What follows belongs to an exercise in optimizing a design on an open flow for a short achievable clock period and few clock cycles; a production flow would make more cautious choices.
RTL that was checked went through simulation tests only; none was proved equivalent to the original.
For runs 3 to 7, only the layout was checked, not whether the RTL still works.
Power figures rest on the tool's default switching activity, not on a simulated workload.

### flow/run.sh
#!/bin/bash
# synth_recipe.tcl (not shown) runs the flow's synth.tcl, then flattens the netlist and writes it again
# the make line also repeats each setting of config.mk as NAME=value (left out here)
make -C /OpenROAD-flow-scripts/flow DESIGN_CONFIG=/design/flow/config.mk WORK_HOME=/design/flow/orfs CLKGATE_MAP_FILE= SYNTH_SCRIPT=/design/flow/synth_recipe.tcl finish
### flow/config.mk
export PLATFORM = sky130hd
export DESIGN_NAME = dcache_top
export DESIGN_NICKNAME = dcache_top
export VERILOG_FILES = /design/flow/design.v
export SDC_FILE = /design/flow/constraint.sdc
export NUM_CORES = 4
export LEC_CHECK = 0
export CAP_MARGIN = 20
export CORE_MARGIN = 2
export CORE_UTILIZATION = 45
export SLEW_MARGIN = 20
### flow/constraint.sdc
create_clock -name core_clock -period 4.0 [get_ports {CLK}]
set_input_delay 0.8000 -clock core_clock [delete_from_list [all_inputs] [get_ports {CLK}]]
set_output_delay 0.8000 -clock core_clock [all_outputs]
set_load 0.01 [all_outputs]
### flow/design.v
`default_nettype none
`timescale 1ns/1ps
package mem_bus_pkg;
    localparam int ADDR_W = 12;      
    localparam int DATA_W = 32;      
    typedef logic [ADDR_W-1:0] addr_t;
    typedef logic [DATA_W-1:0] word_t;
endpackage
`default_nettype wire
`default_nettype none
`timescale 1ns/1ps
package cache_geom_pkg;
    localparam int TAG_W      = 5;
    localparam int INDEX_W    = 3;
    localparam int WORD_SEL_W = 2;
    localparam int BYTE_SEL_W = 2;
    localparam int NUM_LINES  = 2 ** INDEX_W;        
    localparam int LINE_WORDS = 2 ** WORD_SEL_W;     
    typedef logic [TAG_W-1:0]      tag_t;
    typedef logic [INDEX_W-1:0]    index_t;
    typedef logic [WORD_SEL_W-1:0] word_sel_t;
    typedef union packed {
        logic [TAG_W+INDEX_W+WORD_SEL_W+BYTE_SEL_W-1:0] raw;   
        struct packed {
            tag_t                  tag;
            index_t                index;
            word_sel_t             word;     
            logic [BYTE_SEL_W-1:0] bsel;     
        } f;
    } cache_addr_t;
endpackage
`default_nettype wire
`default_nettype none
`timescale 1ns/1ps
module cache_arrays
(
    input  wire logic        CLK,
    input  wire logic        RSTn,
    input  cache_geom_pkg::cache_addr_t look_addr,
    output logic             hit,
    output mem_bus_pkg::word_t            rd_word,
    input  wire logic        fill_we,
    input  cache_geom_pkg::word_sel_t   fill_word,
    input  mem_bus_pkg::word_t       fill_data,
    input  wire logic        tag_we
);
    logic [cache_geom_pkg::NUM_LINES-1:0] valid;
    cache_geom_pkg::tag_t                 tags  [cache_geom_pkg::NUM_LINES];
    mem_bus_pkg::word_t                lines [cache_geom_pkg::NUM_LINES][cache_geom_pkg::LINE_WORDS];
    cache_geom_pkg::index_t    idx;          
    cache_geom_pkg::tag_t      look_tag;
    cache_geom_pkg::word_sel_t look_word;
    assign idx       = look_addr.f.index;
    assign look_tag  = look_addr.f.tag;
    assign look_word = look_addr.f.word;
    assign hit = valid[idx] && (tags[idx] == look_tag);
    assign rd_word = lines[idx][look_word];      
    always_ff @(posedge CLK) begin
        if (RSTn) begin
            valid <= '0;
        end else if (tag_we) begin
            valid[idx] <= 1'b1;                  
        end
    end
    always_ff @(posedge CLK) begin
        if (tag_we) begin
            tags[idx] <= look_tag;
        end
    end
    always_ff @(posedge CLK) begin
        if (fill_we) begin
            lines[idx][fill_word] <= fill_data;
        end
    end
endmodule
`default_nettype wire
`default_nettype none
`timescale 1ns/1ps
module cache_ctrl
(
    input  wire logic      CLK,
    input  wire logic      RSTn,
    input  wire logic      req,
    input  wire logic      req_store,
    input  mem_bus_pkg::addr_t     req_addr,
    input  mem_bus_pkg::word_t     req_wdata,
    output logic           resp_valid,
    output mem_bus_pkg::word_t          resp_rdata,
    output logic           resp_hit,
    output cache_geom_pkg::cache_addr_t    look_addr,
    input  wire logic      hit,
    input  mem_bus_pkg::word_t     rd_word,
    output logic           fill_we,
    output cache_geom_pkg::word_sel_t      fill_word,
    output mem_bus_pkg::word_t          fill_data,
    output logic           tag_we,
    output mem_bus_pkg::addr_t          mem_addr,
    output logic           mem_we,
    output mem_bus_pkg::word_t          mem_wdata,
    input  mem_bus_pkg::word_t     mem_rdata
);
    localparam logic [1:0] ST_IDLE   = 2'd0;
    localparam logic [1:0] ST_LOOKUP = 2'd1;
    localparam logic [1:0] ST_REFILL = 2'd2;
    localparam logic [1:0] ST_RESP   = 2'd3;
    logic [1:0]  state;
    cache_geom_pkg::word_sel_t   beat;           
    cache_geom_pkg::cache_addr_t cur_addr;       
    logic        cur_store;
    mem_bus_pkg::word_t       cur_wdata;
    cache_geom_pkg::cache_addr_t beat_addr;      
    logic        beat_is_req;
    logic        last_beat;
    logic        in_refill;
    logic        store_hit;
    logic        store_beat;
    always_ff @(posedge CLK) begin
        if (state == ST_IDLE && req) begin
            cur_addr.raw <= req_addr;
            cur_store    <= req_store;
            cur_wdata    <= req_wdata;
        end
    end
    assign look_addr = cur_addr;     
    assign in_refill = (state == ST_REFILL);
    assign last_beat = (beat == cache_geom_pkg::word_sel_t'(cache_geom_pkg::LINE_WORDS - 1));
    always_ff @(posedge CLK) begin
        if (RSTn) begin
            state <= ST_IDLE;
            beat  <= '0;
        end else begin
            case (state)
                ST_IDLE: begin
                    if (req) begin
                        state <= ST_LOOKUP;
                    end
                end
                ST_LOOKUP: begin
                    beat  <= '0;
                    state <= hit ? ST_RESP : ST_REFILL;
                end
                ST_REFILL: begin
                    beat <= beat + 2'd1;
                    if (last_beat) begin
                        state <= ST_RESP;
                    end
                end
                default: begin
                    state <= ST_IDLE;    
                end
            endcase
        end
    end
    always_comb begin
        beat_addr        = cur_addr;
        beat_addr.f.word = beat;
        beat_addr.f.bsel = '0;
    end
    assign beat_is_req = (beat == cur_addr.f.word);
    assign store_hit  = (state == ST_LOOKUP) && cur_store && hit;
    assign store_beat = in_refill && cur_store && beat_is_req;
    assign mem_we    = store_hit || store_beat;
    assign mem_addr  = in_refill ? beat_addr.raw : cur_addr.raw;
    assign mem_wdata = cur_wdata;
    assign fill_we   = store_hit || in_refill;
    assign fill_word = in_refill ? beat : cur_addr.f.word;
    assign fill_data = mem_we ? cur_wdata : mem_rdata;
    assign tag_we    = in_refill && last_beat;
    always_ff @(posedge CLK) begin
        if (state == ST_LOOKUP) begin
            resp_hit   <= hit;
            resp_rdata <= rd_word;       
        end else if (in_refill && beat_is_req) begin
            resp_rdata <= mem_rdata;     
        end
    end
    assign resp_valid = (state == ST_RESP);
endmodule
`default_nettype wire
`default_nettype none
`timescale 1ns/1ps
module dcache_top
(
    input  wire logic  CLK,
    input  wire logic  RSTn,
    input  wire logic  req,
    input  wire logic  req_store,
    input  mem_bus_pkg::addr_t req_addr,
    input  mem_bus_pkg::word_t req_wdata,
    output logic       resp_valid,
    output logic       resp_hit,
    output mem_bus_pkg::word_t      resp_rdata,
    output mem_bus_pkg::addr_t      mem_addr,
    output logic       mem_we,
    output mem_bus_pkg::word_t      mem_wdata,
    input  mem_bus_pkg::word_t mem_rdata
);
    cache_geom_pkg::cache_addr_t look_addr;
    logic        hit;
    mem_bus_pkg::word_t       rd_word;
    logic        fill_we;
    cache_geom_pkg::word_sel_t   fill_word;
    mem_bus_pkg::word_t       fill_data;
    logic        tag_we;
    cache_ctrl u_ctrl (
        .CLK        (CLK),
        .RSTn       (RSTn),
        .req        (req),
        .req_store  (req_store),
        .req_addr   (req_addr),
        .req_wdata  (req_wdata),
        .resp_valid (resp_valid),
        .resp_rdata (resp_rdata),
        .resp_hit   (resp_hit),
        .look_addr  (look_addr),
        .hit        (hit),
        .rd_word    (rd_word),
        .fill_we    (fill_we),
        .fill_word  (fill_word),
        .fill_data  (fill_data),
        .tag_we     (tag_we),
        .mem_addr   (mem_addr),
        .mem_we     (mem_we),
        .mem_wdata  (mem_wdata),
        .mem_rdata  (mem_rdata)
    );
    cache_arrays u_arrays (
        .CLK        (CLK),
        .RSTn       (RSTn),
        .look_addr  (look_addr),
        .hit        (hit),
        .rd_word    (rd_word),
        .fill_we    (fill_we),
        .fill_word  (fill_word),
        .fill_data  (fill_data),
        .tag_we     (tag_we)
    );
endmodule
`default_nettype wire
==> impl_metrics.toml, run 1 <==
[critical_path]
critPathMaxFanout = 19
required_ps = 4520
end_kind = "register"
cp-start-kind = "register"
cp.arrival_ps = 4150
critical-path-slowest-cell = "nor2_4"
crit_chain = "inv_1 > ha_1 > nand3_1 > nor2_4 > buf_4 > and2_1 > a31oi_1 > o21ai_1 > buf_4"
critPathMostFrequentCell = "buf_4"
slowest_delay_ps = 630
criticalPathCategory = "register to register"

[global_route]
grtUsageTotal_pct = 24.1
overflow = 0
grt_pass1_wl_mm = 174
antenna_found_initial = 7
grt_max_degree = 93
grt_pass1_vias = 23700

[power_and_ir_drop]
vdd_drop_max_uv = 346
switching_power_w = 0.00816
p_seq_share_pct = 46.5
power_frac_comb_pct = 18.4
power-per-cell-area_nw_per_um2 = 576
total_power_w = 0.0309
p_sw_share_pct = 26.4
clockPowerShare_pct = 35.1
p_int_w = 0.0227
p_leak_nw = 16.9

[die]
io_pins = 159
fp.dieW_um = 321
start_util_pct = 45.3
die_h_um = 321
std_cell_rows = 116
die_area_sq_um = 103000
coreArea_sq_um = 99900

[finish]
layout-drive-gt1-share_pct = 27.6
final_cell_mix = "1142 x edfxtp_1, 313 x mux4_2, 157 x clkdlybuf4s50_1"
multi_input_area_sq_um = 10500
regArea_sq_um = 34600
area_growth_pct = 18.5
final_common_cell = "edfxtp_1"
nNetsFinal = 2524
num-fill-cells = 7619
finish.instance_area_sq_um = 53600

[timing]
fin_crit_ps = 3630
finalCritPeriodShare_pct = 90.8
fin_setup_tns_ps = 0
worst_pin_slew_ps = 1070
timing.fmax_mhz = 275
hold_violations = 0
finalSetupViolCount = 0
maxSlewViolCount = 0
max-slew-margin-rel_pct = 29.0
rsz0062_at_grt = "false"
finClkSkew_ps = 21.8

[drt]
avgRoutedWirePerCell_um = 32.3
vias = 23500
via_per_inst = 6.11
totalWireLength_mm = 124
ant_nets = 0
remaining_drc_errors = 0
drt_iter0_markers = 2914
drtPass1Iterations = 5

[clock_tree]
clock_latency_ps = 700
clock_sinks = 1157
cts_buffer_depth = 3
root_buffer = "clkbuf_16"
cts_tree = "yes"
h-tree-depth = 3
path_clk_slew_ps = 60
cts_inserted_buffers = 116

[logic_synthesis]
yosysUniqueCellTypes = 46
syn_nets = 2234
synthFlopType = "edfxtp_1"
ys_ff_latch = 1157
synthArstFlopShare_pct = 0
syn_area_sq_um = 45200
synth.avg_cell_area_sq_um = 21.1
ys_seq_area_share_pct = 76.5
syn_inst = 2145
synth_edf_count = 1142
yosysWarnings = 2

[status]
outcome = "finished clean"

[hold_path]
hold_path.class = "register to register"

[placement]
placed_area_sq_um = 49700
dp_hpwl_mm = 72.1
io_buffer_count = 158
routabilityCongestion = 0.821

[flow_run]
max_cap_viol_count = 0
==> cells by family after synthesis <==
family,share of synthesized area (%)
flip-flops,76.5
XOR/XNOR,0.0969
buffers and inverters,1.40
adder cells (fa/ha/maj),0.249
AND/OR/NAND/NOR,3.11
AO/OA/AOI/OAI,2.27
multiplexers,16.4
==> critical path, delay by kind of cell, from the launching register on <==
family	cells	cell delay, ps
AND/OR/NAND/NOR	3	1070
buffers and inverters	3	830
AO/OA/AOI/OAI	2	590
adder cells (fa/ha/maj)	1	540
flip-flops	1	380
==> flip-flops by register name, indices dropped and copies added, names as in the netlist, named ones only <==
name,count
u_arrays.lines,1024
u_arrays.tags,40
u_arrays.valid,8
u_ctrl.beat,2
u_ctrl.cur_addr,12
u_ctrl.cur_store,1
u_ctrl.cur_wdata,32
u_ctrl.resp_hit,1
u_ctrl.resp_rdata,32
u_ctrl.state,2
==> cell usage after synthesis (7+ instances only) <==
master	n	area share [%]
ha_1	9	0.25
o21ai_0	37	0.41
nor2_1	59	0.49
mux4_2	313	16
buf_1	19	0.16
nor3_1	35	0.39
and2_1	33	0.46
o21ai_1	8	0.089
inv_1	12	0.10
mux2i_1	26	0.58
buf_2	35	0.39
nand3_1	16	0.18
edfxtp_1	1142	76
a31oi_1	61	0.84
a21oi_1	46	0.51
dfxtp_1	15	0.66
nand2_1	131	1.1
mux2_2	8	0.20
clkbuf_1	67	0.56
nor2b_1	7	0.097
buf_4	10	0.17
==> metrics by stage <==
| step | instances | setup WS [ps] | utilization, % | hold WS [ps] |
|---|---|---|---|---|
| 6_report | 3838 | 369 | 53.7 | 474 |
| 5_1_grt | 3831 | 148 | 53.6 | 519 |
| 4_1_cts | 3831 | 9.30 | 53.6 | 478 |
| 3_5_place_dp | 3613 | 156 | 49.8 | 466 |
| 3_3_place_gp | 3613 | 240 | 49.8 | 443 |
| 2_1_floorplan | 2145 | 54.4 | - | 432 |
==> repair_timing <==
action,4_1_cts,5_1_grt
gates resized for setup,6,4
endpoints found under the setup margin,1,1
cloned,0,0
hold buffers,0,0
pin swaps,1,0
setup buffers,2,0
==> path summary, 6_finish.rpt <==
check / start / endpoint / slack, ps / cells past startpoint
setup / recovery: u_ctrl.state[0]$_SDFFE_PP0P_ / u_arrays.lines[12][4]$_DFFE_PP_ / 370 / 9
hold / removal: u_arrays.valid[1]$_SDFFE_PP0P_ / u_arrays.valid[1]$_SDFFE_PP0P_ / 470 / 2
setup reg to reg: u_ctrl.state[0]$_SDFFE_PP0P_ / u_arrays.lines[12][4]$_DFFE_PP_ / 370 / 9
hold reg to reg: u_arrays.valid[1]$_SDFFE_PP0P_ / u_arrays.valid[1]$_SDFFE_PP0P_ / 470 / 2
==> area by class of cell <==
class	instances	area share (%)
Multi-Input combinational cell	842	19.6
Inverter	13	0.0911
Antenna cell	7	0.0327
Sequential cell	1157	64.6
Clock inverter	80	1.44
Tap cell	1298	3.03
Timing Repair Buffer	305	5.61
Clock buffer	136	5.64
==> power by group through the flow <==
stage / Sequential [W] / Combinational, W / Clock [W]
5_1_grt: 0.0144 / 0.00602 / 0.0115
3_3_place_gp: 0.0146 / 0.00562 / 0
6_report: 0.0144 / 0.00569 / 0.0108
2_1_floorplan: 0.0145 / 0.00329 / 0
4_1_cts: 0.0143 / 0.00571 / 0.0110
3_5_place_dp: 0.0146 / 0.00566 / 0
==> layer usage <==
layer | vias to the layer above | part of all wire (%) | GRT usage (%)
met5 | - | 0 | 0
met4 | 0 | 2.5 | 7.13
met3 | 176 | 9.7 | 6.64
met2 | 1178 | 47 | 37.1
met1 | 12600 | 41 | 34.0
li1 | 9523 | - | -
Testbench counts, summed over its fixed seeds: cycles 12,752.
==> run 2: changes to the inputs <==
==> flow/design.v (replaced) <==
`default_nettype none
`timescale 1ns/1ps
package mem_bus_pkg;
    localparam int ADDR_W = 12;      
    localparam int DATA_W = 32;      
    typedef logic [ADDR_W-1:0] addr_t;
    typedef logic [DATA_W-1:0] word_t;
endpackage
`default_nettype wire
`default_nettype none
`timescale 1ns/1ps
package cache_geom_pkg;
    localparam int TAG_W      = 5;
    localparam int INDEX_W    = 3;
    localparam int WORD_SEL_W = 2;
    localparam int BYTE_SEL_W = 2;
    localparam int NUM_LINES  = 2 ** INDEX_W;        
    localparam int LINE_WORDS = 2 ** WORD_SEL_W;     
    typedef logic [TAG_W-1:0]      tag_t;
    typedef logic [INDEX_W-1:0]    index_t;
    typedef logic [WORD_SEL_W-1:0] word_sel_t;
    typedef union packed {
        logic [TAG_W+INDEX_W+WORD_SEL_W+BYTE_SEL_W-1:0] raw;   
        struct packed {
            tag_t                  tag;
            index_t                index;
            word_sel_t             word;     
            logic [BYTE_SEL_W-1:0] bsel;     
        } f;
    } cache_addr_t;
endpackage
`default_nettype wire
`default_nettype none
`timescale 1ns/1ps
module cache_arrays
(
    input  wire logic        CLK,
    input  wire logic        RSTn,
    input  cache_geom_pkg::cache_addr_t look_addr,
    output logic             hit,
    input  wire logic        tag_we
);
    logic [cache_geom_pkg::NUM_LINES-1:0] valid;
    cache_geom_pkg::tag_t                 tags  [cache_geom_pkg::NUM_LINES];
    cache_geom_pkg::index_t    idx;
    cache_geom_pkg::tag_t      look_tag;
    assign idx      = look_addr.f.index;
    assign look_tag = look_addr.f.tag;
    assign hit = valid[idx] && (tags[idx] == look_tag);
    always_ff @(posedge CLK) begin
        if (RSTn) begin
            valid <= '0;
        end else if (tag_we) begin
            valid[idx] <= 1'b1;
        end
    end
    always_ff @(posedge CLK) begin
        if (tag_we) begin
            tags[idx] <= look_tag;
        end
    end
endmodule
`default_nettype wire
`default_nettype none
`timescale 1ns/1ps
module cache_ctrl
(
    input  wire logic      CLK,
    input  wire logic      RSTn,
    input  wire logic      req,
    input  wire logic      req_store,
    input  mem_bus_pkg::addr_t     req_addr,
    input  mem_bus_pkg::word_t     req_wdata,
    output logic           resp_valid,
    output mem_bus_pkg::word_t          resp_rdata,
    output logic           resp_hit,
    output cache_geom_pkg::cache_addr_t    look_addr,
    input  wire logic      hit,
    output logic           tag_we,
    output mem_bus_pkg::addr_t          mem_addr,
    output logic           mem_we,
    output mem_bus_pkg::word_t          mem_wdata,
    input  mem_bus_pkg::word_t     mem_rdata
);
    mem_bus_pkg::addr_t cur_addr;       
    mem_bus_pkg::word_t cur_wdata;
    assign look_addr.raw = req_addr;
    assign tag_we        = req;
    always_ff @(posedge CLK) begin
        if (RSTn) begin
            resp_valid <= 1'b0;
            mem_we     <= 1'b0;
        end else begin
            resp_valid <= req;                   
            mem_we     <= req && req_store;      
        end
    end
    always_ff @(posedge CLK) begin
        if (req) begin
            cur_addr  <= req_addr;
            cur_wdata <= req_wdata;
            resp_hit  <= hit;
        end
    end
    assign mem_addr   = cur_addr;
    assign mem_wdata  = cur_wdata;
    assign resp_rdata = mem_rdata;       
endmodule
`default_nettype wire
`default_nettype none
`timescale 1ns/1ps
module dcache_top
(
    input  wire logic  CLK,
    input  wire logic  RSTn,
    input  wire logic  req,
    input  wire logic  req_store,
    input  mem_bus_pkg::addr_t req_addr,
    input  mem_bus_pkg::word_t req_wdata,
    output logic       resp_valid,
    output logic       resp_hit,
    output mem_bus_pkg::word_t      resp_rdata,
    output mem_bus_pkg::addr_t      mem_addr,
    output logic       mem_we,
    output mem_bus_pkg::word_t      mem_wdata,
    input  mem_bus_pkg::word_t mem_rdata
);
    cache_geom_pkg::cache_addr_t look_addr;
    logic        hit;
    logic        tag_we;
    cache_ctrl u_ctrl (
        .CLK        (CLK),
        .RSTn       (RSTn),
        .req        (req),
        .req_store  (req_store),
        .req_addr   (req_addr),
        .req_wdata  (req_wdata),
        .resp_valid (resp_valid),
        .resp_rdata (resp_rdata),
        .resp_hit   (resp_hit),
        .look_addr  (look_addr),
        .hit        (hit),
        .tag_we     (tag_we),
        .mem_addr   (mem_addr),
        .mem_we     (mem_we),
        .mem_wdata  (mem_wdata),
        .mem_rdata  (mem_rdata)
    );
    cache_arrays u_arrays (
        .CLK        (CLK),
        .RSTn       (RSTn),
        .look_addr  (look_addr),
        .hit        (hit),
        .tag_we     (tag_we)
    );
endmodule
`default_nettype wire
==> impl_metrics.toml, run 2 <==
[logic_synthesis]
synthXorXnorAreaFrac_pct = 1.41
yosysMostFrequentCell = "edfxtp_1"
synth_compound_area_share_pct = 3.73
syn_inst = 221
synth_edf_count = 85
syn_area_sq_um = 3730
synth_mux_area_share_pct = 6.88
synth.top_cell.area_share_pct = 68.5
synth-adder-area-share_pct = 1.34
ys_ff_latch = 95
yosysWarnings = 2
yosysUniqueCellTypes = 33
synthFlopType = "edfxtp_1"
ys_seq_area_share_pct = 73.9
synthArstFlopShare_pct = 0
synthTopCellsByCount = "85 x edfxtp_1, 32 x buf_4, 15 x nor2_1, 10 x dfxtp_1"
synthSimpleGateAreaFrac_pct = 4.60
synthTopCellsByArea = "edfxtp_1 68%, buf_4 6.4%, dfxtp_1 5.4%"
yosysTopAreaCell = "edfxtp_1"
syn_nets = 305
synth_top_family_by_area = "buffers and inverters"
synth.avg_cell_area_sq_um = 16.9

[finish]
final_util_pct = 57.7
stdcell_count = 399
finish.instance_area_sq_um = 4690
largest_reg_flops = 40
final_common_cell = "clkdlybuf4s50_1"
regMostFlops = "u_arrays.tags"
top_regs = "u_arrays.tags (40), u_ctrl.cur_wdata (32), u_ctrl.cur_addr (12)"
final_cell_mix = "93 x clkdlybuf4s50_1, 85 x edfxtp_1, 15 x nor2_1"
nNetsFinal = 373
layout-drive-gt1-share_pct = 9.52
antenna_cells = 0
num-fill-cells = 661
regArea_sq_um = 2750
area_growth_pct = 25.8
multi_input_area_sq_um = 669

[timing]
worst_pin_slew_ps = 811
finClkSkew_ps = 11.5
timing.fmax_mhz = 350
finalCritPeriodShare_pct = 71.5
rsz0062_at_grt = "false"
max-slew-margin-rel_pct = 45.5
hold_violations = 0
fin_setup_tns_ps = 0
fin_crit_ps = 2860
maxSlewViolCount = 0
finalSetupViolCount = 0

[global_route]
grt_pass1_vias = 1852
overflow = 0
antenna_found_initial = 0
grt_pass1_wl_mm = 9.65
grtUsageTotal_pct = 14.8
grt_max_degree = 29

[clock_tree]
clock_latency_ps = 350
cts_inserted_buffers = 9
cts_tree = "yes"
h-tree-depth = 3
root_buffer = "clkbuf_8"
cts_hold_buf = 0
cts_buffer_depth = 2
cts_setup_buffers = 0
clock_sinks = 95
path_clk_slew_ps = 90
cts_resized = 0

[critical_path]
cp-start-kind = "input port"
worstSetupStartpoint = "req_addr[4]"
worst-path-buf-inv = 2
cp.arrival_ps = 3040
regToRegSetupSlack_ps = 2300
cp-endpoint = "u_ctrl.resp_hit$_DFFE_PP_"
slowest_delay_ps = 830
end_kind = "register"
path_delay_family = "buffers and inverters"
critPathMaxFanout = 18
crit_chain = "clkdlybuf4s50_1 > buf_4 > mux2_2 > o2bb2ai_1 > a211oi_1 > xor2_1 > nor4_2"
required_ps = 4180
criticalPathCategory = "input port to register"
critical-path-slowest-cell = "clkdlybuf4s50_1"
rr_worst_depth = 5
cp.depth = 7
r2r_start = "u_arrays.tags[7][3]$_DFFE_PP_"
r2r-end = "u_ctrl.resp_hit$_DFFE_PP_"

[power_and_ir_drop]
p_leak_nw = 1.62
power-per-cell-area_nw_per_um2 = 413
vdd_drop_max_uv = 190
p_int_w = 0.00149
p_sw_share_pct = 22.8
p_seq_share_pct = 59.4
power_frac_comb_pct = 11.3
switching_power_w = 0.000441
clockPowerShare_pct = 29.3

[die]
die_area_sq_um = 9030
start_util_pct = 45.8
io_pins = 159
coreArea_sq_um = 8130
std_cell_rows = 33
die_h_um = 95.0
fp.dieW_um = 95.0

[placement]
routabilityCongestion = 0.725
placed_cells = 383
dp_hpwl_mm = 4.66
placed_area_sq_um = 4510
io_buffer_count = 94

[drt]
drtPass1Iterations = 4
avgRoutedWirePerCell_um = 16.5
totalWireLength_mm = 6.57
ant_nets = 0
drt_iter0_markers = 50
vias = 1957
remaining_drc_errors = 0
via_per_inst = 4.90

[hold_path]
hold_path.class = "register to register"

[status]
outcome = "finished clean"

[flow_run]
max_cap_viol_count = 0
==> run 2: changes by cell type in the layout (fill, tap and decap cells not counted), sizes merged, moves of 55 or more <==
cell / change
buf: -144
clkdlybuf4s50: -64
edfxtp: -1057
mux4: -309
clkinv: -55
nand2: -125
clkbuf: -127
==> run 2: worst min-delay path by stage <==
| stage | startpoint | to | slack [ps] | cells past startpoint |
|---|---|---|---|---|
| final | u_arrays.valid[4]$_SDFFE_PP0P_ | u_arrays.valid[4]$_SDFFE_PP0P_ | 470 | 2 |
| after floorplan | u_arrays.valid[3]$_SDFFE_PP0P_ | u_arrays.valid[3]$_SDFFE_PP0P_ | 430 | 2 |
| after global routing | u_arrays.valid[6]$_SDFFE_PP0P_ | u_arrays.valid[6]$_SDFFE_PP0P_ | 500 | 2 |
| after global placement | u_arrays.valid[2]$_SDFFE_PP0P_ | u_arrays.valid[2]$_SDFFE_PP0P_ | 440 | 2 |
| after CTS | u_arrays.valid[6]$_SDFFE_PP0P_ | u_arrays.valid[6]$_SDFFE_PP0P_ | 480 | 2 |
| after detailed placement | u_arrays.valid[6]$_SDFFE_PP0P_ | u_arrays.valid[6]$_SDFFE_PP0P_ | 460 | 2 |
==> run 2: layout make-up <==
| cell class | count | area share (%) |
|---|---|---|
| inverters | 2 | 0.160 |
| flip-flops and latches | 95 | 58.7 |
| repair buffers | 96 | 20.3 |
| clock inverters | 7 | 1.15 |
| multi-input cells | 85 | 14.3 |
| well taps | 105 | 2.80 |
| clock buffers | 9 | 2.64 |
==> run 2: worst min-delay path: stages, from the launching register on <==
cell     delay, ps
dfxtp_1        330
a21oi_1         40
nor2_1          70
==> run 2: cells by family after synthesis <==
| family | Yosys count |
|---|---|
| and+or+nand+nor | 35 |
| AOI/OAI and AO/OA | 21 |
| xor gates and xnor gates | 6 |
| buffers and inverters | 41 |
| muxes | 19 |
| DFF | 95 |
| adders and majority gates | 4 |
==> run 2: routing by layer <==
metal	vias to the layer above	global-route usage [%]	share of wire [%]
li1	935	-	-
met1	910	19.6	44
met2	103	21.1	44
met3	9	5.53	11
met4	0	8.09	1.4
met5	-	0	0
==> run 2: stage by stage <==
stage                     power (W)  setup slack, ps  hold WS, ps
after CTS                   0.00196             1120          477
final                       0.00194             1140          473
after global placement      0.00139              818          440
after global routing        0.00203             1020          498
after detailed placement    0.00140              757          457
after floorplan             0.00129             1830          428
==> run 2: power groups by stage <==
stage / Combinational (W) / Clock (W) / Sequential [W]
CTS: 0.000222 / 0.000588 / 0.00115
global route: 0.000237 / 0.000635 / 0.00116
global placement: 0.000219 / 0 / 0.00117
finish: 0.000219 / 0.000567 / 0.00115
detailed placement: 0.000221 / 0 / 0.00117
floorplan: 0.0000914 / 0 / 0.00119
Testbench counts of run 2, summed over its fixed seeds: cycles 4,800.
==> run 3: changes to the inputs <==
--- a/flow/design.v
+++ b/flow/design.v
@@ -46,7 +46,13 @@
     cache_geom_pkg::tag_t      look_tag;
     assign idx      = look_addr.f.index;
     assign look_tag = look_addr.f.tag;
-    assign hit = valid[idx] && (tags[idx] == look_tag);
+    logic [cache_geom_pkg::NUM_LINES-1:0] line_hit;
+    always_comb begin
+        for (int i = 0; i < cache_geom_pkg::NUM_LINES; i++) begin
+            line_hit[i] = valid[i] && (tags[i] == look_tag) && (idx == cache_geom_pkg::index_t'(i));
+        end
+    end
+    assign hit = |line_hit;
     always_ff @(posedge CLK) begin
         if (RSTn) begin
             valid <= '0;
@@ -96,11 +102,9 @@
         end
     end
     always_ff @(posedge CLK) begin
-        if (req) begin
-            cur_addr  <= req_addr;
-            cur_wdata <= req_wdata;
-            resp_hit  <= hit;
-        end
+        cur_addr  <= req_addr;
+        cur_wdata <= req_wdata;
+        resp_hit  <= hit;
     end
     assign mem_addr   = cur_addr;
     assign mem_wdata  = cur_wdata;
--- a/flow/config.mk
+++ b/flow/config.mk
@@ -8,4 +8,5 @@
 export CAP_MARGIN = 20
 export CORE_MARGIN = 2
 export CORE_UTILIZATION = 45
+export SETUP_SLACK_MARGIN = 2.6
 export SLEW_MARGIN = 20
==> impl_metrics.toml, run 3 <==
[logic_synthesis]
synth.top_cell.area_share_pct = 36.0
yosysTopAreaCell = "edfxtp_1"
synthArstFlopShare_pct = 0
synth_edf_count = 40
yosysUniqueCellTypes = 24
synth.avg_cell_area_sq_um = 13.9
syn_area_sq_um = 3340
synthTopCellsByArea = "edfxtp_1 36%, dfxtp_1 33%, xnor2_1 7.3%"
yosysWarnings = 2
yosysMostFrequentCell = "dfxtp_1"
ys_seq_area_share_pct = 68.9
syn_nets = 327
ys_ff_latch = 95
syn_inst = 241
synthFlopType = "dfxtp_1"
synthTopCellsByCount = "55 x dfxtp_1, 40 x edfxtp_1, 32 x buf_4, 28 x xnor2_1, 16 x nor2_1"

[global_route]
grtUsageTotal_pct = 17.0
overflow = 0
antenna_found_initial = 0
grt_pass1_wl_mm = 10.5
grt_max_degree = 18
grt_pass1_vias = 2041

[die]
die_area_sq_um = 8130
fp.dieW_um = 90.1
io_pins = 159
coreArea_sq_um = 7210
std_cell_rows = 31
start_util_pct = 46.3
die_h_um = 90.1

[timing]
fin_setup_tns_ps = 0
fin_crit_ps = 1660
timing.fmax_mhz = 604
hold_violations = 0
finClkSkew_ps = 8.44
maxSlewViolCount = 0
finalSetupViolCount = 0
holdWs_ps = 500
worst_pin_slew_ps = 342
rsz0062_at_grt = "true"
setup_ws_ps = 2340
max-slew-margin-rel_pct = 77.2
finalCritPeriodShare_pct = 41.4

[clock_tree]
cts_buffer_depth = 2
path_clk_slew_ps = 90
clock_sinks = 95
cts_tree = "yes"
h-tree-depth = 3
cts_hold_buf = 0
root_buffer = "clkbuf_8"
clock_latency_ps = 360
cts_inserted_buffers = 9

[power_and_ir_drop]
p_sw_share_pct = 22.4
power-per-cell-area_nw_per_um2 = 428
clockPowerShare_pct = 35.6
p_int_w = 0.00154
vdd_drop_max_uv = 316
p_seq_share_pct = 53.6
switching_power_w = 0.000445
power_frac_comb_pct = 10.8
p_leak_nw = 1.74

[hold_path]
hold_path.class = "register to register"
min-delay-start = "u_arrays.valid[5]$_SDFFE_PP0P_"
min_to = "u_arrays.valid[5]$_SDFFE_PP0P_"
worstHoldPathCells = 2

[critical_path]
r2r-end = "u_ctrl.resp_hit$_DFF_P_"
end_kind = "register"
r2r_start = "u_arrays.tags[0][0]$_DFFE_PP_"
critPathMaxFanout = 5
criticalPathCategory = "input port to register"
cp.arrival_ps = 1890
rr_worst_depth = 5
cp-start-kind = "input port"
required_ps = 4230
regToRegSetupSlack_ps = 2570

[drt]
remaining_drc_errors = 0
drtPass1Iterations = 4
via_per_inst = 4.75
totalWireLength_mm = 6.77
vias = 2029
avgRoutedWirePerCell_um = 15.9
ant_nets = 0
drt_iter0_markers = 72

[finish]
largest_reg_flops = 40
layout-drive-gt1-share_pct = 41.2
final_cell_mix = "40 x edfxtp_1, 37 x clkdlybuf4s50_1, 36 x dfxtp_1"
regMostFlops = "u_arrays.tags"
antenna_cells = 0
nNetsFinal = 409
area_growth_pct = 39.1
finish.instance_area_sq_um = 4640
num-fill-cells = 558
final_common_cell = "edfxtp_1"
final_util_pct = 64.4
top_regs = "u_arrays.tags (40), u_ctrl.cur_wdata (32), u_ctrl.cur_addr (12)"

[status]
outcome = "finished clean"

[placement]
dp_slack_ps = 1030
placed_area_sq_um = 4260
routabilityCongestion = 0.760
dp_hpwl_mm = 4.66
io_buffer_count = 94

[flow_run]
max_cap_viol_count = 0
[run 3: worst max-delay path by stage]
stage	start	to	slack [ps]
floorplan	req_addr[7]	u_ctrl.resp_hit$_DFF_P_	2100
global placement	req_addr[6]	u_ctrl.resp_hit$_DFF_P_	1030
detailed placement	req_addr[6]	u_ctrl.resp_hit$_DFF_P_	1030
CTS	u_ctrl.cur_addr[8]$_DFF_P_	mem_addr[8]	2370
global route	req_addr[5]	u_ctrl.resp_hit$_DFF_P_	2310
finish	req_addr[5]	u_ctrl.resp_hit$_DFF_P_	2340
[run 3: cells by family after synthesis]
logic type	share of synthesized area, %
AOI/OAI and AO/OA	2.10
xor gates and xnor gates	10.5
adders and majority gates	2.25
buffers and inverters	9.33
DFF	68.9
and+or+nand+nor	6.89
[run 3: layout make-up]
| class | instances | area, sq um | share of cell area, % |
|---|---|---|---|
| flip-flops and latches | 95 | 2330 | 50.1 |
| repair buffers | 109 | 1000 | 21.6 |
| multi-input cells | 105 | 925 | 19.9 |
| clock buffers | 10 | 138 | 2.96 |
| well taps | 99 | 124 | 2.67 |
| clock inverters | 6 | 92.6 | 1.99 |
| inverters | 3 | 35.0 | 0.754 |
[run 3: metal layers]
layer / GRT usage, % / share of wire [%] / vias to the layer above
met5: 0 / 0 / -
met3: 7.96 / 10 / 12
met2: 26.8 / 48 / 99
met1: 19.4 / 40 / 965
met4: 8.72 / 2.3 / 0
li1: - / - / 953
[run 3: repair_timing]
action	in CTS	in global routing
pin swaps	6	3
endpoints found under the setup margin	177	97
resized for setup	277	38
setup buffers	11	3
[run 3: through the flow]
step	instances	total power, W
4_1_cts	424	0.00199
5_1_grt	427	0.00207
3_5_place_dp	397	0.00129
6_report	427	0.00199
2_1_floorplan	241	0.00121
3_3_place_gp	397	0.00129
[run 3: power groups by stage]
stage	clock network, W	logic [W]	registers, W
detailed placement	0	0.000203	0.00109
finish	0.000708	0.000214	0.00107
global route	0.000773	0.000230	0.00107
CTS	0.000729	0.000200	0.00106
global placement	0	0.000203	0.00108
floorplan	0	0.000115	0.00110
[run 3: critical path, cell delays in order]
cell	delay, ps
buf_12	110
inv_12	40
ha_4	160
ha_4	150
nand4_1	80
o21ai_1	70
or4_1	490
==> run 4: changes to the inputs <==
--- a/flow/config.mk
+++ b/flow/config.mk
@@ -8,5 +8,8 @@
 export CAP_MARGIN = 20
 export CORE_MARGIN = 2
 export CORE_UTILIZATION = 45
+export CTS_BUF_LIST = sky130_fd_sc_hd__clkbuf_16
+export CTS_CLUSTER_DIAMETER = 200
+export CTS_CLUSTER_SIZE = 60
 export SETUP_SLACK_MARGIN = 2.6
 export SLEW_MARGIN = 20
==> impl_metrics.toml, run 4 <==
[status]
outcome = "finished clean"

[clock_tree]
cts_buffer_depth = 2
cts_inserted_buffers = 9
cts_tree = "yes"
cts_hold_buf = 0
clock_sinks = 95
clock_latency_ps = 330
h-tree-depth = 3
root_buffer = "clkbuf_16"
path_clk_slew_ps = 60

[power_and_ir_drop]
p_sw_share_pct = 21.3
p_leak_nw = 1.78
vdd_drop_max_uv = 385
p_seq_share_pct = 48.8
power_frac_comb_pct = 9.8
p_int_w = 0.00172
power-per-cell-area_nw_per_um2 = 463
clockPowerShare_pct = 41.4
switching_power_w = 0.000467

[timing]
max-slew-margin-rel_pct = 77.0
fin_crit_ps = 1670
finClkSkew_ps = 6.17
maxSlewViolCount = 0
finalSetupViolCount = 0
timing.fmax_mhz = 597
rsz0062_at_grt = "true"
finalCritPeriodShare_pct = 41.9
hold_violations = 0
worst_pin_slew_ps = 345
fin_setup_tns_ps = 0

[finish]
finish.instance_area_sq_um = 4730
area_growth_pct = 41.5
nNetsFinal = 409
layout-drive-gt1-share_pct = 41.5
largest_reg_flops = 40
final_cell_mix = "40 x edfxtp_1, 37 x clkdlybuf4s50_1, 37 x dfxtp_1"
regMostFlops = "u_arrays.tags"
antenna_cells = 0
final_common_cell = "edfxtp_1"
top_regs = "u_arrays.tags (40), u_ctrl.cur_wdata (32), u_ctrl.cur_addr (12)"

[global_route]
grt_pass1_wl_mm = 10.6
antenna_found_initial = 0
grtUsageTotal_pct = 17.2
overflow = 0
grt_pass1_vias = 2087
grt_max_degree = 18

[die]
die_area_sq_um = 8130
start_util_pct = 46.3
die_h_um = 90.1
coreArea_sq_um = 7210
fp.dieW_um = 90.1
io_pins = 159
std_cell_rows = 31

[placement]
routabilityCongestion = 0.760
placed_area_sq_um = 4260
io_buffer_count = 94
dp_hpwl_mm = 4.66

[logic_synthesis]
synthArstFlopShare_pct = 0
synth_edf_count = 40
yosysWarnings = 2
yosysTopAreaCell = "edfxtp_1"
yosysUniqueCellTypes = 24
syn_nets = 327
yosysMostFrequentCell = "dfxtp_1"
syn_area_sq_um = 3340
synthTopCellsByCount = "55 x dfxtp_1, 40 x edfxtp_1, 32 x buf_4, 28 x xnor2_1, 16 x nor2_1"
syn_inst = 241
ys_ff_latch = 95
synthTopCellsByArea = "edfxtp_1 36%, dfxtp_1 33%, xnor2_1 7.3%"
synth.avg_cell_area_sq_um = 13.9
synthFlopType = "dfxtp_1"
ys_seq_area_share_pct = 68.9
synth.top_cell.area_share_pct = 36.0

[hold_path]
hold_path.class = "register to register"

[drt]
vias = 2029
drtPass1Iterations = 4
via_per_inst = 4.75
avgRoutedWirePerCell_um = 15.8
ant_nets = 0
remaining_drc_errors = 0
drt_iter0_markers = 65
totalWireLength_mm = 6.75

[critical_path]
criticalPathCategory = "input port to register"
cp.arrival_ps = 1880
required_ps = 4200
end_kind = "register"
cp-start-kind = "input port"
critPathMaxFanout = 5

[flow_run]
max_cap_viol_count = 0
[run 4: changes by cell type in the layout (fill, tap and decap cells not counted), moves of 2 or more]
| cell | previous run | this run |
|---|---|---|
| clkbuf_16 | 0 | 9 |
| nand2_2 | 2 | 4 |
| nand2_1 | 2 | 0 |
| clkbuf_8 | 10 | 0 |
[run 4: path summary, 6_finish.rpt]
path / from / to / slack [ps] / depth (start not counted)
worst max-delay path: req_addr[5] / u_ctrl.resp_hit$_DFF_P_ / 2330 / 7
worst min register to register: u_arrays.valid[5]$_SDFFE_PP0P_ / u_arrays.valid[5]$_SDFFE_PP0P_ / 490 / 2
worst min-delay path: u_arrays.valid[5]$_SDFFE_PP0P_ / u_arrays.valid[5]$_SDFFE_PP0P_ / 490 / 2
worst max register to register: u_arrays.tags[0][0]$_DFFE_PP_ / u_ctrl.resp_hit$_DFF_P_ / 2580 / 5
[run 4: timing repair]
action                     4_1_cts  5_1_grt
gates cloned                     0        0
setup buffers                   12        2
pin swaps                       10        5
setup endpoints to repair      178      115
resized for setup              279       35
[run 4: logic make-up (layout without fill, tap and decap cells)]
kind of cell | Yosys count | after routing | synth area share (%)
AO/OA/AOI/OAI | 13 | 13 | 2.10
XOR/XNOR | 40 | 40 | 10.5
adder cells (fa/ha/maj) | 6 | 6 | 2.25
buffers and inverters | 41 | 128 | 9.33
flip-flops | 95 | 95 | 68.9
AND/OR/NAND/NOR | 46 | 46 | 6.89
[run 4: cell type report]
type                    count  area [sq um]
fillers                   543          2490
inverters                   3          35.0
well taps                  99           124
multi-input cells         105           922
clock inverters             7          96.3
clock buffers               9           225
repair buffers            109           998
flip-flops and latches     95          2320
[run 4: routing by layer]
layer	vias to the layer above	wire length [um]	part of all wire [%]	GRT usage, %
met3	12	742	11	7.96
met4	0	155	2.3	9.36
met1	956	2670	40	19.3
li1	956	-	-	-
met2	105	3190	47	27.4
met5	-	0	0	0
[run 4: stage by stage]
stage / instances / util, % / hold slack (ps) / power [W] / setup slack, ps
floorplan: 241 / - / 436 / 0.00121 / 2100
global placement: 397 / 59.0 / 460 / 0.00129 / 1030
detailed placement: 397 / 59.0 / 483 / 0.00129 / 1030
CTS: 425 / 63.5 / 496 / 0.00219 / 2350
global route: 427 / 65.5 / 514 / 0.00228 / 2280
finish: 427 / 65.5 / 490 / 0.00219 / 2330
[run 4: worst max-delay path, stage by stage]
cell and delay [ps]:
buf_12 110, inv_12 30, ha_4 150, ha_4 150, nand4_1 80, o21ai_1 70
or4_1 490
[run 4: power groups by stage]
stage               clock network [W]  logic, W  registers [W]
detailed placement                  0  0.000203        0.00109
global route                 0.000979  0.000229        0.00107
global placement                    0  0.000203        0.00108
floorplan                           0  0.000115        0.00110
finish                       0.000907  0.000214        0.00107
CTS                          0.000925  0.000203        0.00106
==> run 5: changes to the inputs <==
--- a/flow/config.mk
+++ b/flow/config.mk
@@ -5,6 +5,7 @@
 export SDC_FILE = /design/flow/constraint.sdc
 export NUM_CORES = 4
 export LEC_CHECK = 0
+export ABC_CLOCK_PERIOD_IN_PS = 1000
 export CAP_MARGIN = 20
 export CORE_MARGIN = 2
 export CORE_UTILIZATION = 45
==> impl_metrics.toml, run 5 <==
[status]
outcome = "finished clean"

[critical_path]
cp.arrival_ps = 1880
crit_chain = "buf_12 > inv_12 > ha_4 > ha_4 > nand4_1 > o21ai_1 > or4_1"
regToRegSetupSlack_ps = 2580
critical-path-slowest-cell = "or4_1"
worst-path-buf-inv = 2
r2r-end = "u_ctrl.resp_hit$_DFF_P_"
critPathMostFrequentCell = "ha_4"
required_ps = 4200
cp-start-kind = "input port"
critPathMaxFanout = 5
rr_worst_depth = 5
slowest_delay_ps = 490
r2r_start = "u_arrays.tags[0][0]$_DFFE_PP_"
criticalPathCategory = "input port to register"
path_delay_family = "simple AND/OR/NAND/NOR gates"
end_kind = "register"

[logic_synthesis]
ys_seq_area_share_pct = 68.9
synthFlopType = "dfxtp_1"
synthTopCellsByArea = "edfxtp_1 36%, dfxtp_1 33%, xnor2_1 7.3%"
synth_mux_area_share_pct = 0
yosysUniqueCellTypes = 24
syn_inst = 241
synthTopCellsByCount = "55 x dfxtp_1, 40 x edfxtp_1, 32 x buf_4, 28 x xnor2_1, 16 x nor2_1"
yosysTopAreaCell = "edfxtp_1"
ys_ff_latch = 95
yosysWarnings = 2
synth.avg_cell_area_sq_um = 13.9
synth_top_family_by_area = "XOR/XNOR gates"
synth.top_cell.area_share_pct = 36.0
syn_area_sq_um = 3340
synthArstFlopShare_pct = 0
synth_compound_area_share_pct = 2.10
synthSimpleGateAreaFrac_pct = 6.89
synth_edf_count = 40
yosysMostFrequentCell = "dfxtp_1"
syn_nets = 327
synthXorXnorAreaFrac_pct = 10.5
synth-adder-area-share_pct = 2.25

[clock_tree]
clock_sinks = 95
cts_buffer_depth = 2
path_clk_slew_ps = 60
cts_inserted_buffers = 9
root_buffer = "clkbuf_16"
cts_hold_buf = 0
h-tree-depth = 3
cts_tree = "yes"
clock_latency_ps = 330

[finish]
largest_reg_flops = 40
top_regs = "u_arrays.tags (40), u_ctrl.cur_wdata (32), u_ctrl.cur_addr (12)"
layout-drive-gt1-share_pct = 41.5
final_common_cell = "edfxtp_1"
antenna_cells = 0
final_cell_mix = "40 x edfxtp_1, 37 x clkdlybuf4s50_1, 37 x dfxtp_1"
regMostFlops = "u_arrays.tags"
area_growth_pct = 41.5
finish.instance_area_sq_um = 4730
num-fill-cells = 543
nNetsFinal = 409

[die]
start_util_pct = 46.3
die_area_sq_um = 8130
fp.dieW_um = 90.1
die_h_um = 90.1
std_cell_rows = 31
coreArea_sq_um = 7210
io_pins = 159

[timing]
finClkSkew_ps = 6.17
finalSetupViolCount = 0
hold_violations = 0
fin_setup_tns_ps = 0
maxSlewViolCount = 0
finalCritPeriodShare_pct = 41.9
worst_pin_slew_ps = 345
rsz0062_at_grt = "true"
fin_crit_ps = 1670
timing.fmax_mhz = 597
max-slew-margin-rel_pct = 77.0

[drt]
vias = 2029
avgRoutedWirePerCell_um = 15.8
drt_iter0_markers = 65
ant_nets = 0
drtPass1Iterations = 4
remaining_drc_errors = 0
totalWireLength_mm = 6.75
via_per_inst = 4.75

[hold_path]
min-delay-start = "u_arrays.valid[5]$_SDFFE_PP0P_"
hold_path.class = "register to register"
min_to = "u_arrays.valid[5]$_SDFFE_PP0P_"
worstHoldPathCells = 2

[global_route]
overflow = 0
grt_pass1_wl_mm = 10.6
grt_max_degree = 18
antenna_found_initial = 0
grt_pass1_vias = 2087
grtUsageTotal_pct = 17.2

[power_and_ir_drop]
power-per-cell-area_nw_per_um2 = 463
vdd_drop_max_uv = 385
p_leak_nw = 1.78

[flow_run]
max_cap_viol_count = 0

[placement]
io_buffer_count = 94
routabilityCongestion = 0.760
placed_area_sq_um = 4260
dp_hpwl_mm = 4.66
==> run 5: kinds of logic (layout without fill, tap and decap cells) <==
family,count (synthesis),count (layout)
DFF,95,95
and+or+nand+nor,46,46
buffers and inverters,41,128
xor gates and xnor gates,40,40
AOI/OAI and AO/OA,13,13
adders and majority gates,6,6
==> run 5: per-stage QoR <==
| step | utilization [%] | hold WS (ps) | instances | total power, W | setup slack [ps] |
|---|---|---|---|---|---|
| detailed placement | 59.0 | 483 | 397 | 0.00129 | 1030 |
| floorplan | - | 436 | 241 | 0.00121 | 2100 |
| finish | 65.5 | 490 | 427 | 0.00219 | 2330 |
| global placement | 59.0 | 460 | 397 | 0.00129 | 1030 |
| CTS | 63.5 | 496 | 425 | 0.00219 | 2350 |
| global route | 65.5 | 514 | 427 | 0.00228 | 2280 |
==> run 5: layout make-up <==
class / instances / area, sq um / share of cell area, %
repair buffers: 109 / 998 / 21.1
well taps: 99 / 124 / 2.62
clock inverters: 7 / 96.3 / 2.04
clock buffers: 9 / 225 / 4.77
flip-flops and latches: 95 / 2320 / 49.2
inverters: 3 / 35.0 / 0.741
multi-input cells: 105 / 922 / 19.5
==> run 5: timing repair <==
item,4_1_cts,5_1_grt
pin swaps,10,5
buffers inserted,12,2
resized for setup,279,35
setup endpoints to repair,178,115
==> run 5: routing by layer <==
layer / global-route usage, % / wire length (um)
met2: 27.4 / 3190
met3: 7.96 / 742
met1: 19.3 / 2670
met4: 9.36 / 155
met5: 0 / 0
==> run 5: power breakdown <==
group          switching [W]  internal, W  total, W
logic              0.0000951     0.000119  0.000214
registers          0.0000150      0.00105   0.00107
clock network       0.000357     0.000550  0.000907
total               0.000467      0.00172   0.00219
==> run 5: worst max path at each step <==
stage	to	cells past startpoint	start	slack, ps
global placement	u_ctrl.resp_hit$_DFF_P_	6	req_addr[6]	1030
CTS	u_ctrl.resp_hit$_DFF_P_	7	req_addr[5]	2350
floorplan	u_ctrl.resp_hit$_DFF_P_	6	req_addr[7]	2100
global route	u_ctrl.resp_hit$_DFF_P_	6	req_addr[5]	2280
detailed placement	u_ctrl.resp_hit$_DFF_P_	6	req_addr[6]	1030
finish	u_ctrl.resp_hit$_DFF_P_	7	req_addr[5]	2330
==> run 5: worst reg2reg max path: stages, from the launching register on <==
cell and delay [ps]:
edfxtp_1 410, xor2_2 170, nor4_1 70, nand4_1 90, o21ai_1 70, or4_1 490
==> run 6: changes to the inputs <==
--- a/flow/config.mk
+++ b/flow/config.mk
@@ -5,7 +5,7 @@
 export SDC_FILE = /design/flow/constraint.sdc
 export NUM_CORES = 4
 export LEC_CHECK = 0
-export ABC_CLOCK_PERIOD_IN_PS = 1000
+export ABC_CLOCK_PERIOD_IN_PS = 10
 export CAP_MARGIN = 20
 export CORE_MARGIN = 2
 export CORE_UTILIZATION = 45
==> impl_metrics.toml, run 6 <==
[global_route]
grtUsageMet1_pct = 19.3
use_met2_pct = 27.4
grt_pass1_vias = 2087
overflow = 0
grt_pass1_wl_mm = 10.6
busiest_layer = "met2"
use_met3_pct = 7.96
grt_max_degree = 18
antenna_found_initial = 0
grtUsageTotal_pct = 17.2

[hold_path]
min-delay-start = "u_arrays.valid[5]$_SDFFE_PP0P_"
worstHoldPathCells = 2
min_to = "u_arrays.valid[5]$_SDFFE_PP0P_"
hold_path.class = "register to register"

[drt]
drtPass1Iterations = 4
remaining_drc_errors = 0
vias = 2029
drt_iter0_markers = 65
ant_nets = 0
via_per_inst = 4.75
avgRoutedWirePerCell_um = 15.8
totalWireLength_mm = 6.75

[clock_tree]
clock_latency_ps = 330
root_buffer = "clkbuf_16"
clock_sinks = 95
cts_hold_buf = 0
cts_tree = "yes"
cts_buffer_depth = 2
cts_inserted_buffers = 9
path_clk_slew_ps = 60
h-tree-depth = 3

[critical_path]
crit_chain = "buf_12 > inv_12 > ha_4 > ha_4 > nand4_1 > o21ai_1 > or4_1"
required_ps = 4200
slowest_delay_ps = 490
critical-path-slowest-cell = "or4_1"
r2r_start = "u_arrays.tags[0][0]$_DFFE_PP_"
end_kind = "register"
rr_worst_depth = 5
regToRegSetupSlack_ps = 2580
criticalPathCategory = "input port to register"
r2r-end = "u_ctrl.resp_hit$_DFF_P_"
cp.arrival_ps = 1880
cp-start-kind = "input port"
critPathMaxFanout = 5
critPathMostFrequentCell = "ha_4"

[timing]
finalSetupViolCount = 0
fin_crit_ps = 1670
finalCritPeriodShare_pct = 41.9
hold_violations = 0
finClkSkew_ps = 6.17
timing.fmax_mhz = 597
maxSlewViolCount = 0
worst_pin_slew_ps = 345
max-slew-margin-rel_pct = 77.0
rsz0062_at_grt = "true"
fin_setup_tns_ps = 0

[die]
io_pins = 159
coreArea_sq_um = 7210
std_cell_rows = 31
start_util_pct = 46.3
die_area_sq_um = 8130
die_h_um = 90.1
fp.dieW_um = 90.1

[placement]
placed_area_sq_um = 4260
io_buffer_count = 94
dp_hpwl_mm = 4.66
routabilityCongestion = 0.760

[logic_synthesis]
synth.top_cell.area_share_pct = 36.0
ys_ff_latch = 95
syn_inst = 241
yosysWarnings = 2
synthTopCellsByArea = "edfxtp_1 36%, dfxtp_1 33%, xnor2_1 7.3%"
synth.avg_cell_area_sq_um = 13.9
synthTopCellsByCount = "55 x dfxtp_1, 40 x edfxtp_1, 32 x buf_4, 28 x xnor2_1, 16 x nor2_1"
yosysUniqueCellTypes = 24
yosysTopAreaCell = "edfxtp_1"
synthFlopType = "dfxtp_1"
synthArstFlopShare_pct = 0
syn_nets = 327
syn_area_sq_um = 3340
yosysMostFrequentCell = "dfxtp_1"
synth_edf_count = 40
ys_seq_area_share_pct = 68.9

[flow_run]
max_cap_viol_count = 0

[finish]
area_growth_pct = 41.5
final_util_pct = 65.5
final_cell_mix = "40 x edfxtp_1, 37 x clkdlybuf4s50_1, 37 x dfxtp_1"
final_common_cell = "edfxtp_1"
num-fill-cells = 543
largest_reg_flops = 40
regArea_sq_um = 2320
multi_input_area_sq_um = 922
antenna_cells = 0
layout-drive-gt1-share_pct = 41.5
nNetsFinal = 409
top_regs = "u_arrays.tags (40), u_ctrl.cur_wdata (32), u_ctrl.cur_addr (12)"
finish.instance_area_sq_um = 4730
regMostFlops = "u_arrays.tags"

[power_and_ir_drop]
power-per-cell-area_nw_per_um2 = 463
p_leak_nw = 1.78
vdd_drop_max_uv = 385

[status]
outcome = "finished clean"
-- run 6: cell counts after synthesis --
Identical to the previous run, type by type.
-- run 6: worst max-delay path by stage --
stage / startpoint / endpoint / slack, ps / cells after the start
2_1_floorplan: req_addr[7] / u_ctrl.resp_hit$_DFF_P_ / 2100 / 6
3_3_place_gp: req_addr[6] / u_ctrl.resp_hit$_DFF_P_ / 1030 / 6
3_5_place_dp: req_addr[6] / u_ctrl.resp_hit$_DFF_P_ / 1030 / 6
4_1_cts: req_addr[5] / u_ctrl.resp_hit$_DFF_P_ / 2350 / 7
5_1_grt: req_addr[5] / u_ctrl.resp_hit$_DFF_P_ / 2280 / 6
6_report: req_addr[5] / u_ctrl.resp_hit$_DFF_P_ / 2330 / 7
-- run 6: kinds of logic after synthesis --
kind of cell | after synthesis | synth area share (%)
flip-flops | 95 | 68.9
AND/OR/NAND/NOR | 46 | 6.89
buffers and inverters | 41 | 9.33
XOR/XNOR | 40 | 10.5
AO/OA/AOI/OAI | 13 | 2.10
adder cells (fa/ha/maj) | 6 | 2.25
-- run 6: layer usage --
metal	wire length (um)	up-vias
li1	-	956
met2	3190	105
met4	155	0
met5	0	-
met3	742	12
met1	2670	956
-- run 6: area by class of cell --
class	count	share of cell area (%)
Sequential cell	95	49.2
Inverter	3	0.741
Multi-Input combinational cell	105	19.5
Clock buffer	9	4.77
Tap cell	99	2.62
Clock inverter	7	2.04
Timing Repair Buffer	109	21.1
-- run 6: what timing repair did --
item,4_1_cts,5_1_grt
buffers inserted,12,2
pin swaps,10,5
gates resized for setup,279,35
endpoints found under the hold margin,0,0
setup endpoints to repair,178,115
-- run 6: stage by stage --
step           total power [W]  hold slack, ps  std cells  setup WS [ps]
6_report               0.00219             490        427           2330
5_1_grt                0.00228             514        427           2280
4_1_cts                0.00219             496        425           2350
3_5_place_dp           0.00129             483        397           1030
3_3_place_gp           0.00129             460        397           1030
2_1_floorplan          0.00121             436        241           2100
-- run 6: worst max-delay path: cells and delay by family --
kind / cells / cell delay [ps]
AOI/OAI and AO/OA: 1 / 70
buffers and inverters: 2 / 140
adders and majority gates: 2 / 300
and+or+nand+nor: 2 / 570
-- run 6: where the power goes --
part / switching (W) / internal [W] / total [W]
logic: 0.0000951 / 0.000119 / 0.000214
registers: 0.0000150 / 0.00105 / 0.00107
clock network: 0.000357 / 0.000550 / 0.000907
==> run 7: changes to the inputs <==
--- a/flow/design.v
+++ b/flow/design.v
@@ -46,13 +46,15 @@
     cache_geom_pkg::tag_t      look_tag;
     assign idx      = look_addr.f.index;
     assign look_tag = look_addr.f.tag;
-    logic [cache_geom_pkg::NUM_LINES-1:0] line_hit;
+    logic [cache_geom_pkg::NUM_LINES-1:0] line_match;
+    logic [cache_geom_pkg::NUM_LINES-1:0] line_sel;
     always_comb begin
         for (int i = 0; i < cache_geom_pkg::NUM_LINES; i++) begin
-            line_hit[i] = valid[i] && (tags[i] == look_tag) && (idx == cache_geom_pkg::index_t'(i));
+            line_match[i] = valid[i] && (tags[i] == look_tag);
+            line_sel[i]   = (idx == cache_geom_pkg::index_t'(i));
         end
     end
-    assign hit = |line_hit;
+    assign hit = |(line_match & line_sel);
     always_ff @(posedge CLK) begin
         if (RSTn) begin
             valid <= '0;
--- a/flow/config.mk
+++ b/flow/config.mk
@@ -5,7 +5,7 @@
 export SDC_FILE = /design/flow/constraint.sdc
 export NUM_CORES = 4
 export LEC_CHECK = 0
-export ABC_CLOCK_PERIOD_IN_PS = 10
+export ABC_CLOCK_PERIOD_IN_PS = 1000
 export CAP_MARGIN = 20
 export CORE_MARGIN = 2
 export CORE_UTILIZATION = 45
==> impl_metrics.toml, run 7 <==
[critical_path]
cp.arrival_ps = 1870
required_ps = 4200
end_kind = "register"
rr_worst_depth = 5
criticalPathCategory = "input port to register"
critPathMaxFanout = 5
cp-start-kind = "input port"

[power_and_ir_drop]
power-per-cell-area_nw_per_um2 = 441
p_int_w = 0.00159
p_sw_share_pct = 22.2
power_frac_comb_pct = 10.2
vdd_drop_max_uv = 250
p_leak_nw = 1.77
clockPowerShare_pct = 37.6
switching_power_w = 0.000454
p_seq_share_pct = 52.1

[finish]
regMostFlops = "u_arrays.tags"
largest_reg_flops = 40
top_regs = "u_arrays.tags (40), u_ctrl.cur_wdata (32), u_ctrl.cur_addr (12)"
area_growth_pct = 38.6
nNetsFinal = 404
final_util_pct = 64.4
antenna_cells = 0
layout-drive-gt1-share_pct = 39.9
final_common_cell = "edfxtp_1"
final_cell_mix = "40 x edfxtp_1, 37 x clkdlybuf4s50_1, 34 x dfxtp_1"

[clock_tree]
path_clk_slew_ps = 70
clock_sinks = 95
h-tree-depth = 3
clock_latency_ps = 330
cts_hold_buf = 0
cts_tree = "yes"
root_buffer = "clkbuf_16"
cts_inserted_buffers = 9
cts_buffer_depth = 2

[drt]
drt_iter0_markers = 41
totalWireLength_mm = 6.46
drtPass1Iterations = 6
vias = 1987
via_per_inst = 4.71
avgRoutedWirePerCell_um = 15.3
remaining_drc_errors = 0
ant_nets = 0

[logic_synthesis]
yosysUniqueCellTypes = 26
yosysWarnings = 2
syn_nets = 325
synth_top_family_by_area = "XOR/XNOR gates"
ys_seq_area_share_pct = 68.7
synthTopCellsByArea = "edfxtp_1 36%, dfxtp_1 33%, xnor2_1 7.3%"
synth.avg_cell_area_sq_um = 14.0
syn_area_sq_um = 3350
syn_inst = 239
synth_edf_count = 40
synthTopCellsByCount = "55 x dfxtp_1, 40 x edfxtp_1, 32 x buf_4, 28 x xnor2_1"
synthArstFlopShare_pct = 0
synth_compound_area_share_pct = 2.02
ys_ff_latch = 95
synth.top_cell.area_share_pct = 35.8
yosysMostFrequentCell = "dfxtp_1"
synthSimpleGateAreaFrac_pct = 7.06
yosysTopAreaCell = "edfxtp_1"
synthFlopType = "dfxtp_1"
synth-adder-area-share_pct = 2.24
synthXorXnorAreaFrac_pct = 10.5
synth_mux_area_share_pct = 0

[global_route]
grt_pass1_wl_mm = 10.5
grt_pass1_vias = 2112
antenna_found_initial = 0
grt_max_degree = 18
grtUsageTotal_pct = 16.7
overflow = 0

[die]
die_area_sq_um = 8150
fp.dieW_um = 90.3
die_h_um = 90.3
io_pins = 159
std_cell_rows = 31
start_util_pct = 46.4
coreArea_sq_um = 7210

[timing]
fin_crit_ps = 1660
max-slew-margin-rel_pct = 77.5
worst_pin_slew_ps = 334
holdWs_ps = 483
finalCritPeriodShare_pct = 41.6
finClkSkew_ps = 6.13
finalSetupViolCount = 0
timing.fmax_mhz = 601
maxSlewViolCount = 0
fin_setup_tns_ps = 0
rsz0062_at_grt = "true"
hold_violations = 0

[placement]
dp_hpwl_mm = 4.45
io_buffer_count = 94
routabilityCongestion = 0.777

[status]
outcome = "finished clean"

[hold_path]
worstHoldPathCells = 2
hold_path.class = "register to register"

[flow_run]
max_cap_viol_count = 0
-- run 7: what timing repair did --
action                     4_1_cts  5_1_grt
setup endpoints to repair      176      106
gates resized for setup        285       50
pin swaps                        8       11
setup buffers                    9        4
-- run 7: per-layer routing --
| layer | GRT usage (%) | part of all wire (%) | up-vias |
|---|---|---|---|
| met2 | 25.1 | 45 | 94 |
| met3 | 9.10 | 12 | 14 |
| met4 | 8.59 | 2.0 | 0 |
| met5 | 0 | 0 | - |
| li1 | - | - | 954 |
| met1 | 19.2 | 41 | 925 |
-- run 7: final cells by class --
class,instances,area [sq um]
well taps,99,124
repair buffers,108,1010
fillers,559,2570
clock buffers,9,225
flip-flops and latches,95,2330
clock inverters,7,43.8
multi-input cells,101,883
inverters,3,26.3
-- run 7: power groups by stage --
stage | Clock (W) | Sequential, W | Combinational (W)
6_report | 0.000770 | 0.00107 | 0.000210
5_1_grt | 0.000837 | 0.00107 | 0.000228
4_1_cts | 0.000789 | 0.00106 | 0.000192
3_5_place_dp | 0 | 0.00109 | 0.000194
3_3_place_gp | 0 | 0.00108 | 0.000194
2_1_floorplan | 0 | 0.00110 | 0.000113
-- run 7: stage by stage --
stage | instance area (sq um) | std cells | setup WS, ps | total power [W]
global placement | 4190 | 393 | 1090 | 0.00128
global route | 4640 | 422 | 2300 | 0.00214
CTS | 4430 | 418 | 2350 | 0.00204
finish | 4640 | 422 | 2340 | 0.00205
floorplan | 3560 | 239 | 2040 | 0.00121
detailed placement | 4190 | 393 | 1080 | 0.00128
-- run 7: critical path, cell delays in order --
cell	delay (ps)
buf_12	120
ha_1	250
nand4_1	130
o21ai_1	60
or4_1	500
-- run 7: logic make-up after synthesis --
group / after synthesis
flip-flops: 95
buffers and inverters: 43
AND/OR/NAND/NOR: 43
XOR/XNOR: 40
AO/OA/AOI/OAI: 12
adder cells (fa/ha/maj): 6
-- run 7: final timing paths --
check / start / to / slack [ps]
worst max-delay path: req_addr[4] / u_ctrl.resp_hit$_DFF_P_ / 2340
worst max register to register: u_arrays.tags[1][0]$_DFFE_PP_ / u_ctrl.resp_hit$_DFF_P_ / 2570
worst min-delay path: u_arrays.valid[2]$_SDFFE_PP0P_ / u_arrays.valid[2]$_SDFFE_PP0P_ / 480
worst min register to register: u_arrays.valid[2]$_SDFFE_PP0P_ / u_arrays.valid[2]$_SDFFE_PP0P_ / 480

re-timing with driven ports:
The flow's constraints put no driver on any port. The routed layouts listed below were extracted and timed again, unchanged, in two steps. Step 1: set_driving_cell puts a clkbuf_16 on CLK and a buf_2 on each other input, an assumption about the parent block. Step 2 also shifts input and output timing later by t, the mid clock arrival at the registers, as if the neighbouring blocks saw the same clock. a / b / c = no drivers / after step 1 / after step 2; a / b = the first two.
| run | t (ns) | setup slack, ns | worst data-port slew with drivers (ns) |
|---|---|---|---|
| run 1 | 0.754 | 0.369 / 0.369 / 0.369 | 0.07 |
| run 2 | 0.377 | 1.141 / 1.149 / 0.772 | 0.07 |
| run 3 | 0.378 | 2.344 / 2.298 / 1.920 | 0.07 |
| run 4 | 0.363 | 2.325 / 2.288 / 1.924 | 0.07 |
| run 5 | 0.363 | 2.325 / 2.288 / 1.924 | 0.07 |
| run 6 | 0.363 | 2.325 / 2.288 / 1.924 | 0.07 |
| run 7 | 0.361 | 2.337 / 2.313 / 1.952 | 0.07 |
After both steps setup and hold are still met in every run listed. The setup slack of run 3, which loses most, moves by -0.046 ns with the drivers and by -0.424 ns with both steps.
